This is an optimization exercise on Yosys and OpenROAD, whose aim is small area and a short achievable clock period, not a production implementation.
At most, simulation tests tie the RTL to the original design; equivalence was not proved.
Power and IR drop assume default switching activity.

==> inputs of job 6888 <==
==> flow/design.v <==
package mpa_core_pkg;
    localparam int data_width = 32;
    localparam int im_depth = 32;
    localparam int dm_depth = 32;
    localparam logic [data_width-1:0] reset_pc = '0;
    typedef logic [data_width-1:0] word_t;
    typedef enum logic [1:0] {
        dbg_none = 2'd0,   
        dbg_im   = 2'd1,   
        dbg_dm   = 2'd2,   
        dbg_mr   = 2'd3    
    } debug_func_e;
    typedef struct packed {
        logic        mem_debug;   
        debug_func_e func;        
        logic        we;          
        word_t       addr;        
        word_t       din;         
    } dbg_req_t;
endpackage
package mips_isa_pkg;
    localparam int opcode_w  = 6;
    localparam int reg_idx_w = 5;
    localparam int imm_w     = 16;
    localparam int num_regs = 2 ** reg_idx_w;   
    typedef enum logic [opcode_w-1:0] {
        op_special = 6'b00_0000,   
        op_lui     = 6'b00_1111,
        op_lb      = 6'b10_0000,
        op_lh      = 6'b10_0001,
        op_lw      = 6'b10_0011,
        op_lbu     = 6'b10_0100,
        op_lhu     = 6'b10_0101
    } opcode_e;
    typedef enum logic [2:0] {
        ld_none,        
        ld_upper_imm,   
        ld_byte,        
        ld_byte_u,      
        ld_half,        
        ld_half_u,      
        ld_word         
    } load_kind_e;
    typedef struct packed {
        opcode_e              opcode;
        logic [reg_idx_w-1:0] rs;    
        logic [reg_idx_w-1:0] rt;    
        logic [imm_w-1:0]     imm;   
    } mips_instr_t;
    typedef struct packed {
        logic       reg_we;      
        load_kind_e load_kind;
    } ctrl_t;
endpackage
module mpa_mips_top (
    input  logic                   mem_debug_clk_gate,
    input  logic                   HW_RSTn,
    input  logic                   dbg_mem_debug,   
    input  logic [1:0]             dbg_func,        
    input  logic                   dbg_we,          
    input  logic [31:0]            dbg_addr,        
    input  logic [31:0]            dbg_din,         
    output logic [31:0]            dout
);
    function automatic logic [31:0] dec32(input logic [4:0] idx);
        for (int i = 0; i < 32; i++) dec32[i] = (idx == i[4:0]);
    endfunction
    function automatic logic [31:0] rd32(input logic [31:0][31:0] mem, input logic [31:0] sel);
        rd32 = 32'h0;
        for (int i = 0; i < 32; i++) rd32 = rd32 | ({32{sel[i]}} & mem[i]);
    endfunction
    logic [31:0][31:0] im_mem;     
    logic [31:0][31:0] dm_mem;     
    logic [31:0][31:0] regs;       
    logic [31:0]       rf_vld;     
    logic [4:0]  pc_nxt;           
    logic        at_start;         
    logic [31:0] instr_q;          
    logic [6:0]  rs_q;             
    wire       md    = dbg_mem_debug;
    wire [4:0] a_mem = dbg_addr[6:2];
    wire [4:0] a_reg = dbg_addr[4:0];
    wire       f_im  = (dbg_func == 2'd1);
    wire       f_dm  = (dbg_func == 2'd2);
    wire       f_mr  = (dbg_func == 2'd3);
    wire [31:0] dec_am = dec32(a_mem);
    wire [31:0] dec_ar = dec32(a_reg);
    wire im_we = md & dbg_we & f_im;
    wire dm_we = md & dbg_we & f_dm;
    wire [31:0] instr  = at_start ? im_mem[0] : instr_q;
    wire [5:0]  opcode = instr[31:26];
    wire [4:0]  rt     = instr[20:16];
    wire [15:0] imm    = instr[15:0];
    wire [31:0] im_sel = ({32{md}} & dec_am) | ({32{~md}} & dec32(pc_nxt));
    wire [31:0] im_rd  = rd32(im_mem, im_sel);
    wire [6:0]  ea     = rs_q + imm[6:0];
    wire [31:0] dm_sel = ({32{md}} & dec_am) | ({32{~md}} & dec32(ea[6:2]));
    wire [31:0] dm_rd  = rd32(dm_mem, dm_sel);
    wire [31:0] mr_rd  = rd32(regs, dec_ar & rf_vld & 32'hffff_fffe);
    wire [4:0]  im0_rs_nxt = (im_we && (a_mem == 5'd0)) ? dbg_din[25:21] : im_mem[0][25:21];
    wire [4:0]  rs_nxt     = md ? im0_rs_nxt : im_rd[25:21];
    wire [31:0] rs_rd      = rd32(regs, dec32(rs_nxt) & rf_vld & 32'hffff_fffe);
    logic        ld_we;
    logic [31:0] wb_data;
    always_comb begin
        ld_we   = 1'b1;
        case (opcode)
            6'h0f:   wb_data = {imm, 16'h0000};
            6'h20:   wb_data = {{24{dm_rd[7]}}, dm_rd[7:0]};
            6'h24:   wb_data = {24'h0, dm_rd[7:0]};
            6'h21:   wb_data = {{16{dm_rd[15]}}, dm_rd[15:0]};
            6'h25:   wb_data = {16'h0, dm_rd[15:0]};
            6'h23:   wb_data = dm_rd;
            default: begin
                wb_data = 32'h0;
                ld_we   = 1'b0;
            end
        endcase
    end
    wire        rf_we   = md ? (dbg_we & f_mr) : ld_we;
    wire [4:0]  rf_widx = md ? a_reg : rt;
    wire [31:0] rf_wd   = md ? dbg_din : wb_data;
    wire [31:0] rf_wsel = {32{rf_we}} & dec32(rf_widx) & 32'hffff_fffe;
    wire [6:0]  rs_val_nxt = (rf_we && (rf_widx == rs_nxt) && (rs_nxt != 5'd0)) ? rf_wd[6:0] : rs_rd[6:0];
    always_ff @(posedge mem_debug_clk_gate or negedge HW_RSTn) begin
        if (!HW_RSTn) begin
            pc_nxt   <= 5'd1;
            at_start <= 1'b1;
            rs_q     <= 7'h0;
            rf_vld   <= 32'h0;
        end else begin
            pc_nxt   <= md ? 5'd1 : pc_nxt + 5'd1;
            at_start <= md;
            rs_q     <= rs_val_nxt;
            rf_vld   <= rf_vld | rf_wsel;
        end
    end
    always_ff @(posedge mem_debug_clk_gate) begin
        instr_q <= im_rd;
        for (int i = 1; i < 32; i++)
            if (rf_wsel[i]) regs[i] <= rf_wd;
        for (int i = 0; i < 32; i++) begin
            if (im_we && dec_am[i]) im_mem[i] <= dbg_din;
            if (dm_we && dec_am[i]) dm_mem[i] <= dbg_din;
        end
    end
    assign dout = ({32{f_im}} & (md ? im_rd : instr)) |
                  ({32{f_dm}} & dm_rd) |
                  ({32{f_mr}} & mr_rd);
endmodule
==> flow/run.sh <==
#!/bin/bash
# synth_recipe.tcl (not shown) runs the flow's synth.tcl, then flattens the netlist and writes it again
# the make line also repeats each setting of config.mk as NAME=value (left out here)
make -C /OpenROAD-flow-scripts/flow DESIGN_CONFIG=/design/flow/config.mk WORK_HOME=/design/flow/orfs CLKGATE_MAP_FILE= SYNTH_SCRIPT=/design/flow/synth_recipe.tcl finish
==> flow/config.mk <==
export PLATFORM = sky130hd
export DESIGN_NAME = mpa_mips_top
export DESIGN_NICKNAME = mpa_mips_top
export VERILOG_FILES = /design/flow/design.v
export SDC_FILE = /design/flow/constraint.sdc
export NUM_CORES = 4
export LEC_CHECK = 0
export CAP_MARGIN = 20
export CORE_MARGIN = 2
export CORE_UTILIZATION = 60
export CTS_BUF_LIST = sky130_fd_sc_hd__clkbuf_16
export CTS_CLUSTER_DIAMETER = 60
export CTS_CLUSTER_SIZE = 24
export SETUP_SLACK_MARGIN = 5
export SLEW_MARGIN = 20
export TNS_END_PERCENT = 100
==> flow/constraint.sdc <==
create_clock -name core_clock -period 16.0 [get_ports {mem_debug_clk_gate}]
set_input_delay 3.2000 -clock core_clock [delete_from_list [all_inputs] [get_ports {mem_debug_clk_gate}]]
set_output_delay 3.2000 -clock core_clock [all_outputs]
set_load 0.01 [all_outputs]
==> job 2982: changes against job 6888 <==
--- a/flow/design.v
+++ b/flow/design.v
@@ -65,12 +65,8 @@
     function automatic logic [31:0] dec32(input logic [4:0] idx);
-        for (int i = 0; i < 32; i++) dec32[i] = (idx == i[4:0]);
+        dec32 = 32'h0;
+        dec32[idx] = 1'b1;
     endfunction
-    function automatic logic [31:0] rd32(input logic [31:0][31:0] mem, input logic [31:0] sel);
-        rd32 = 32'h0;
-        for (int i = 0; i < 32; i++) rd32 = rd32 | ({32{sel[i]}} & mem[i]);
-    endfunction
-    logic [31:0][31:0] im_mem;     
-    logic [31:0][31:0] dm_mem;     
-    logic [31:0][31:0] regs;       
-    logic [31:0]       rf_vld;     
+    logic [31:0][31:0] im_mem;    
+    logic [31:0][31:0] dm_mem;    
+    logic [31:0][31:0] regs;    
     logic [4:0]  pc_nxt;           
@@ -82,9 +78,6 @@
     wire [4:0] a_reg = dbg_addr[4:0];
-    wire       f_im  = (dbg_func == 2'd1);
-    wire       f_dm  = (dbg_func == 2'd2);
-    wire       f_mr  = (dbg_func == 2'd3);
     wire [31:0] dec_am = dec32(a_mem);
     wire [31:0] dec_ar = dec32(a_reg);
-    wire im_we = md & dbg_we & f_im;
-    wire dm_we = md & dbg_we & f_dm;
+    wire im_we = md & dbg_we & (dbg_func == 2'd1);
+    wire dm_we = md & dbg_we & (dbg_func == 2'd2);
     wire [31:0] instr  = at_start ? im_mem[0] : instr_q;
@@ -93,11 +86,27 @@
     wire [15:0] imm    = instr[15:0];
-    wire [31:0] im_sel = ({32{md}} & dec_am) | ({32{~md}} & dec32(pc_nxt));
-    wire [31:0] im_rd  = rd32(im_mem, im_sel);
+    wire [31:0] im_sel = md ? dec_am : dec32(pc_nxt);
+    logic [31:0] im_rd;
     wire [6:0]  ea     = rs_q + imm[6:0];
-    wire [31:0] dm_sel = ({32{md}} & dec_am) | ({32{~md}} & dec32(ea[6:2]));
-    wire [31:0] dm_rd  = rd32(dm_mem, dm_sel);
-    wire [31:0] mr_rd  = rd32(regs, dec_ar & rf_vld & 32'hffff_fffe);
-    wire [4:0]  im0_rs_nxt = (im_we && (a_mem == 5'd0)) ? dbg_din[25:21] : im_mem[0][25:21];
-    wire [4:0]  rs_nxt     = md ? im0_rs_nxt : im_rd[25:21];
-    wire [31:0] rs_rd      = rd32(regs, dec32(rs_nxt) & rf_vld & 32'hffff_fffe);
+    wire [31:0] dm_sel = md ? dec_am : dec32(ea[6:2]);
+    logic [31:0] dm_rd;
+    logic [31:0] mr_rd;
+    logic [6:0]  rs_rd;
+    wire [31:0] im0_nxt   = (im_we && (a_mem == 5'd0)) ? dbg_din : im_mem[0];
+    wire [31:0] instr_nxt = md ? im0_nxt : im_rd;
+    wire [4:0]  rs_nxt    = instr_nxt[25:21];
+    wire [31:0] rs_sel    = dec32(rs_nxt);
+    always_comb begin
+        im_rd = 32'h0;
+        dm_rd = 32'h0;
+        mr_rd = 32'h0;
+        rs_rd = 7'h0;
+        for (int i = 0; i < 32; i++) begin
+            im_rd = im_rd | ({32{im_sel[i]}} & im_mem[i]);
+            dm_rd = dm_rd | ({32{dm_sel[i]}} & dm_mem[i]);
+        end
+        for (int i = 1; i < 32; i++) begin
+            mr_rd = mr_rd | ({32{dec_ar[i]}} & regs[i]);
+            rs_rd = rs_rd | ({7{rs_sel[i]}} & regs[i][6:0]);
+        end
+    end
     logic        ld_we;
@@ -119,7 +128,8 @@
     end
-    wire        rf_we   = md ? (dbg_we & f_mr) : ld_we;
+    wire        rf_we   = md ? (dbg_we & (dbg_func == 2'd3)) : ld_we;
     wire [4:0]  rf_widx = md ? a_reg : rt;
     wire [31:0] rf_wd   = md ? dbg_din : wb_data;
-    wire [31:0] rf_wsel = {32{rf_we}} & dec32(rf_widx) & 32'hffff_fffe;
-    wire [6:0]  rs_val_nxt = (rf_we && (rf_widx == rs_nxt) && (rs_nxt != 5'd0)) ? rf_wd[6:0] : rs_rd[6:0];
+    wire [31:0] rf_wsel = rf_we ? dec32(rf_widx) : 32'h0;
+    wire [6:0]  rs_val_nxt = (rs_nxt == 5'd0) ? 7'h0 :
+                             (rf_we && (rf_widx == rs_nxt)) ? rf_wd[6:0] : rs_rd;
     always_ff @(posedge mem_debug_clk_gate or negedge HW_RSTn) begin
@@ -129,8 +139,6 @@
             rs_q     <= 7'h0;
-            rf_vld   <= 32'h0;
         end else begin
             pc_nxt   <= md ? 5'd1 : pc_nxt + 5'd1;
-            at_start <= md;
+            at_start <= 1'b0;
             rs_q     <= rs_val_nxt;
-            rf_vld   <= rf_vld | rf_wsel;
         end
@@ -138,13 +146,26 @@
     always_ff @(posedge mem_debug_clk_gate) begin
-        instr_q <= im_rd;
-        for (int i = 1; i < 32; i++)
-            if (rf_wsel[i]) regs[i] <= rf_wd;
-        for (int i = 0; i < 32; i++) begin
-            if (im_we && dec_am[i]) im_mem[i] <= dbg_din;
-            if (dm_we && dec_am[i]) dm_mem[i] <= dbg_din;
+        instr_q <= instr_nxt;
+    end
+    always_ff @(posedge mem_debug_clk_gate or negedge HW_RSTn) begin
+        if (!HW_RSTn) begin
+            for (int i = 1; i < 32; i++) regs[i] <= 32'h0;
+        end else begin
+            for (int i = 1; i < 32; i++)
+                regs[i] <= ({32{rf_wsel[i]}} & rf_wd) | ({32{~rf_wsel[i]}} & regs[i]);
         end
     end
-    assign dout = ({32{f_im}} & (md ? im_rd : instr)) |
-                  ({32{f_dm}} & dm_rd) |
-                  ({32{f_mr}} & mr_rd);
+    always_ff @(posedge mem_debug_clk_gate) begin
+        for (int i = 0; i < 32; i++) begin
+            im_mem[i] <= im_mem[i] ^ ({32{im_we & dec_am[i]}} & (im_mem[i] ^ dbg_din));
+            dm_mem[i] <= dm_mem[i] ^ ({32{dm_we & dec_am[i]}} & (dm_mem[i] ^ dbg_din));
+        end
+    end
+    always_comb begin
+        case (dbg_func)
+            2'd1:    dout = md ? im_rd : instr;
+            2'd2:    dout = dm_rd;
+            2'd3:    dout = mr_rd;
+            default: dout = 32'h0;
+        endcase
+    end
 endmodule
CORE_UTILIZATION = 40   (was 60)
CTS_BUF_LIST = default   (was sky130_fd_sc_hd__clkbuf_16)
CTS_CLUSTER_DIAMETER = default   (was 60)
CTS_CLUSTER_SIZE = default   (was 24)
SETUP_SLACK_MARGIN = 0.3   (was 5)
TNS_END_PERCENT = default   (was 100)
==> job 2875: changes against job 6888 <==
--- a/flow/design.v
+++ b/flow/design.v
@@ -65,10 +65,7 @@
     function automatic logic [31:0] dec32(input logic [4:0] idx);
-        for (int i = 0; i < 32; i++) dec32[i] = (idx == i[4:0]);
+        dec32 = 32'h0;
+        dec32[idx] = 1'b1;
     endfunction
-    function automatic logic [31:0] rd32(input logic [31:0][31:0] mem, input logic [31:0] sel);
-        rd32 = 32'h0;
-        for (int i = 0; i < 32; i++) rd32 = rd32 | ({32{sel[i]}} & mem[i]);
-    endfunction
-    logic [31:0][31:0] im_mem;     
-    logic [31:0][31:0] dm_mem;     
+    logic [31:0][31:0] im_mem;    
+    logic [31:0][31:0] dm_mem;    
     logic [31:0][31:0] regs;       
@@ -82,9 +79,6 @@
     wire [4:0] a_reg = dbg_addr[4:0];
-    wire       f_im  = (dbg_func == 2'd1);
-    wire       f_dm  = (dbg_func == 2'd2);
-    wire       f_mr  = (dbg_func == 2'd3);
     wire [31:0] dec_am = dec32(a_mem);
     wire [31:0] dec_ar = dec32(a_reg);
-    wire im_we = md & dbg_we & f_im;
-    wire dm_we = md & dbg_we & f_dm;
+    wire im_we = md & dbg_we & (dbg_func == 2'd1);
+    wire dm_we = md & dbg_we & (dbg_func == 2'd2);
     wire [31:0] instr  = at_start ? im_mem[0] : instr_q;
@@ -93,11 +87,27 @@
     wire [15:0] imm    = instr[15:0];
-    wire [31:0] im_sel = ({32{md}} & dec_am) | ({32{~md}} & dec32(pc_nxt));
-    wire [31:0] im_rd  = rd32(im_mem, im_sel);
+    wire [31:0] im_sel = md ? dec_am : dec32(pc_nxt);
+    logic [31:0] im_rd;
     wire [6:0]  ea     = rs_q + imm[6:0];
-    wire [31:0] dm_sel = ({32{md}} & dec_am) | ({32{~md}} & dec32(ea[6:2]));
-    wire [31:0] dm_rd  = rd32(dm_mem, dm_sel);
-    wire [31:0] mr_rd  = rd32(regs, dec_ar & rf_vld & 32'hffff_fffe);
-    wire [4:0]  im0_rs_nxt = (im_we && (a_mem == 5'd0)) ? dbg_din[25:21] : im_mem[0][25:21];
-    wire [4:0]  rs_nxt     = md ? im0_rs_nxt : im_rd[25:21];
-    wire [31:0] rs_rd      = rd32(regs, dec32(rs_nxt) & rf_vld & 32'hffff_fffe);
+    wire [31:0] dm_sel = md ? dec_am : dec32(ea[6:2]);
+    logic [31:0] dm_rd;
+    logic [31:0] mr_rd;
+    logic [6:0]  rs_rd;
+    wire [31:0] im0_nxt   = (im_we && (a_mem == 5'd0)) ? dbg_din : im_mem[0];
+    wire [31:0] instr_nxt = md ? im0_nxt : im_rd;
+    wire [4:0]  rs_nxt    = instr_nxt[25:21];
+    wire [31:0] rs_sel    = dec32(rs_nxt);
+    always_comb begin
+        im_rd = 32'h0;
+        dm_rd = 32'h0;
+        mr_rd = 32'h0;
+        rs_rd = 7'h0;
+        for (int i = 0; i < 32; i++) begin
+            im_rd = im_rd | ({32{im_sel[i]}} & im_mem[i]);
+            dm_rd = dm_rd | ({32{dm_sel[i]}} & dm_mem[i]);
+        end
+        for (int i = 1; i < 32; i++) begin
+            mr_rd = mr_rd | ({32{dec_ar[i] & rf_vld[i]}} & regs[i]);
+            rs_rd = rs_rd | ({7{rs_sel[i] & rf_vld[i]}} & regs[i][6:0]);
+        end
+    end
     logic        ld_we;
@@ -119,7 +129,8 @@
     end
-    wire        rf_we   = md ? (dbg_we & f_mr) : ld_we;
+    wire        rf_we   = md ? (dbg_we & (dbg_func == 2'd3)) : ld_we;
     wire [4:0]  rf_widx = md ? a_reg : rt;
     wire [31:0] rf_wd   = md ? dbg_din : wb_data;
-    wire [31:0] rf_wsel = {32{rf_we}} & dec32(rf_widx) & 32'hffff_fffe;
-    wire [6:0]  rs_val_nxt = (rf_we && (rf_widx == rs_nxt) && (rs_nxt != 5'd0)) ? rf_wd[6:0] : rs_rd[6:0];
+    wire [31:0] rf_wsel = (rf_we ? dec32(rf_widx) : 32'h0) & 32'hffff_fffe;
+    wire [6:0]  rs_val_nxt = (rs_nxt == 5'd0) ? 7'h0 :
+                             (rf_we && (rf_widx == rs_nxt)) ? rf_wd[6:0] : rs_rd;
     always_ff @(posedge mem_debug_clk_gate or negedge HW_RSTn) begin
@@ -129,8 +140,6 @@
             rs_q     <= 7'h0;
-            rf_vld   <= 32'h0;
         end else begin
             pc_nxt   <= md ? 5'd1 : pc_nxt + 5'd1;
-            at_start <= md;
+            at_start <= 1'b0;
             rs_q     <= rs_val_nxt;
-            rf_vld   <= rf_vld | rf_wsel;
         end
@@ -138,13 +147,29 @@
     always_ff @(posedge mem_debug_clk_gate) begin
-        instr_q <= im_rd;
+        instr_q <= instr_nxt;
+    end
+    always_ff @(posedge mem_debug_clk_gate or negedge HW_RSTn) begin
+        if (!HW_RSTn) begin
+            rf_vld <= 32'h0;
+        end else begin
+            rf_vld <= rf_vld | rf_wsel;
+        end
+    end
+    always_ff @(posedge mem_debug_clk_gate) begin
         for (int i = 1; i < 32; i++)
             if (rf_wsel[i]) regs[i] <= rf_wd;
+    end
+    always_ff @(posedge mem_debug_clk_gate) begin
         for (int i = 0; i < 32; i++) begin
-            if (im_we && dec_am[i]) im_mem[i] <= dbg_din;
-            if (dm_we && dec_am[i]) dm_mem[i] <= dbg_din;
+            im_mem[i] <= im_mem[i] ^ ({32{im_we & dec_am[i]}} & (im_mem[i] ^ dbg_din));
+            dm_mem[i] <= dm_mem[i] ^ ({32{dm_we & dec_am[i]}} & (dm_mem[i] ^ dbg_din));
         end
     end
-    assign dout = ({32{f_im}} & (md ? im_rd : instr)) |
-                  ({32{f_dm}} & dm_rd) |
-                  ({32{f_mr}} & mr_rd);
+    always_comb begin
+        case (dbg_func)
+            2'd1:    dout = md ? im_rd : instr;
+            2'd2:    dout = dm_rd;
+            2'd3:    dout = mr_rd;
+            default: dout = 32'h0;
+        endcase
+    end
 endmodule
CORE_UTILIZATION = 40   (was 60)
CTS_BUF_LIST = default   (was sky130_fd_sc_hd__clkbuf_16)
CTS_CLUSTER_DIAMETER = default   (was 60)
CTS_CLUSTER_SIZE = default   (was 24)
==> notes <==
Job 2982 produced a clean layout. Job 6888 ran to the end with no violations. Job 2875 completed without violations.
Global-route usage, highest first: job 6888, job 2982, job 2875.
In job 6888 the via count is lower than in job 2875, by about 2.4%.
Clock skew: job 6888 < job 2875 < job 2982.
Combinational power: job 2875 is higher than job 2982 (13%).
The lowest first-iteration DRC count belongs to job 2875, the highest to job 2982.
The lowest routed wire length belongs to job 6888, the highest to job 2982.
Fmax: job 6888 > job 2875 > job 2982.
Die area, lowest first: job 6888, job 2875, job 2982.
Critical path depth, lowest first: job 6888, job 2875, job 2982.
Only the layout flow was run in job 2982 and job 2875; the RTL was not checked for function there.

## afterwards: timing with drivers on the ports
The flow's constraints put no driver on any port. The routed layouts listed below were extracted and timed again, unchanged, in two steps. Step 1 sets driving cells, clkbuf_16 on the clock port and buf_2 on the other inputs (assumed; they add their load-dependent delay and slew). Step 2 also shifts input and output timing later by t, the mid clock arrival at the registers, as if the neighbouring blocks saw the same clock. Slacks: no drivers / after step 1 / after step 2; pairs: no drivers / after step 1.
run | shift t [ns] | slack for setup (ns) | worst register clock-pin slew, ns
job 6888 | 0.982 | 4.860 / 4.688 / 4.688 | 0.10 / 0.10
job 2982 | 1.025 | 1.959 / 1.929 / 1.929 | 0.08 / 0.08
job 2875 | 0.998 | 4.846 / 4.655 / 4.125 | 0.07 / 0.07
After both steps every run listed still meets setup and hold. For job 2875, which loses most, drivers alone change the setup slack by -0.191 ns; drivers and shift together by -0.721 ns.
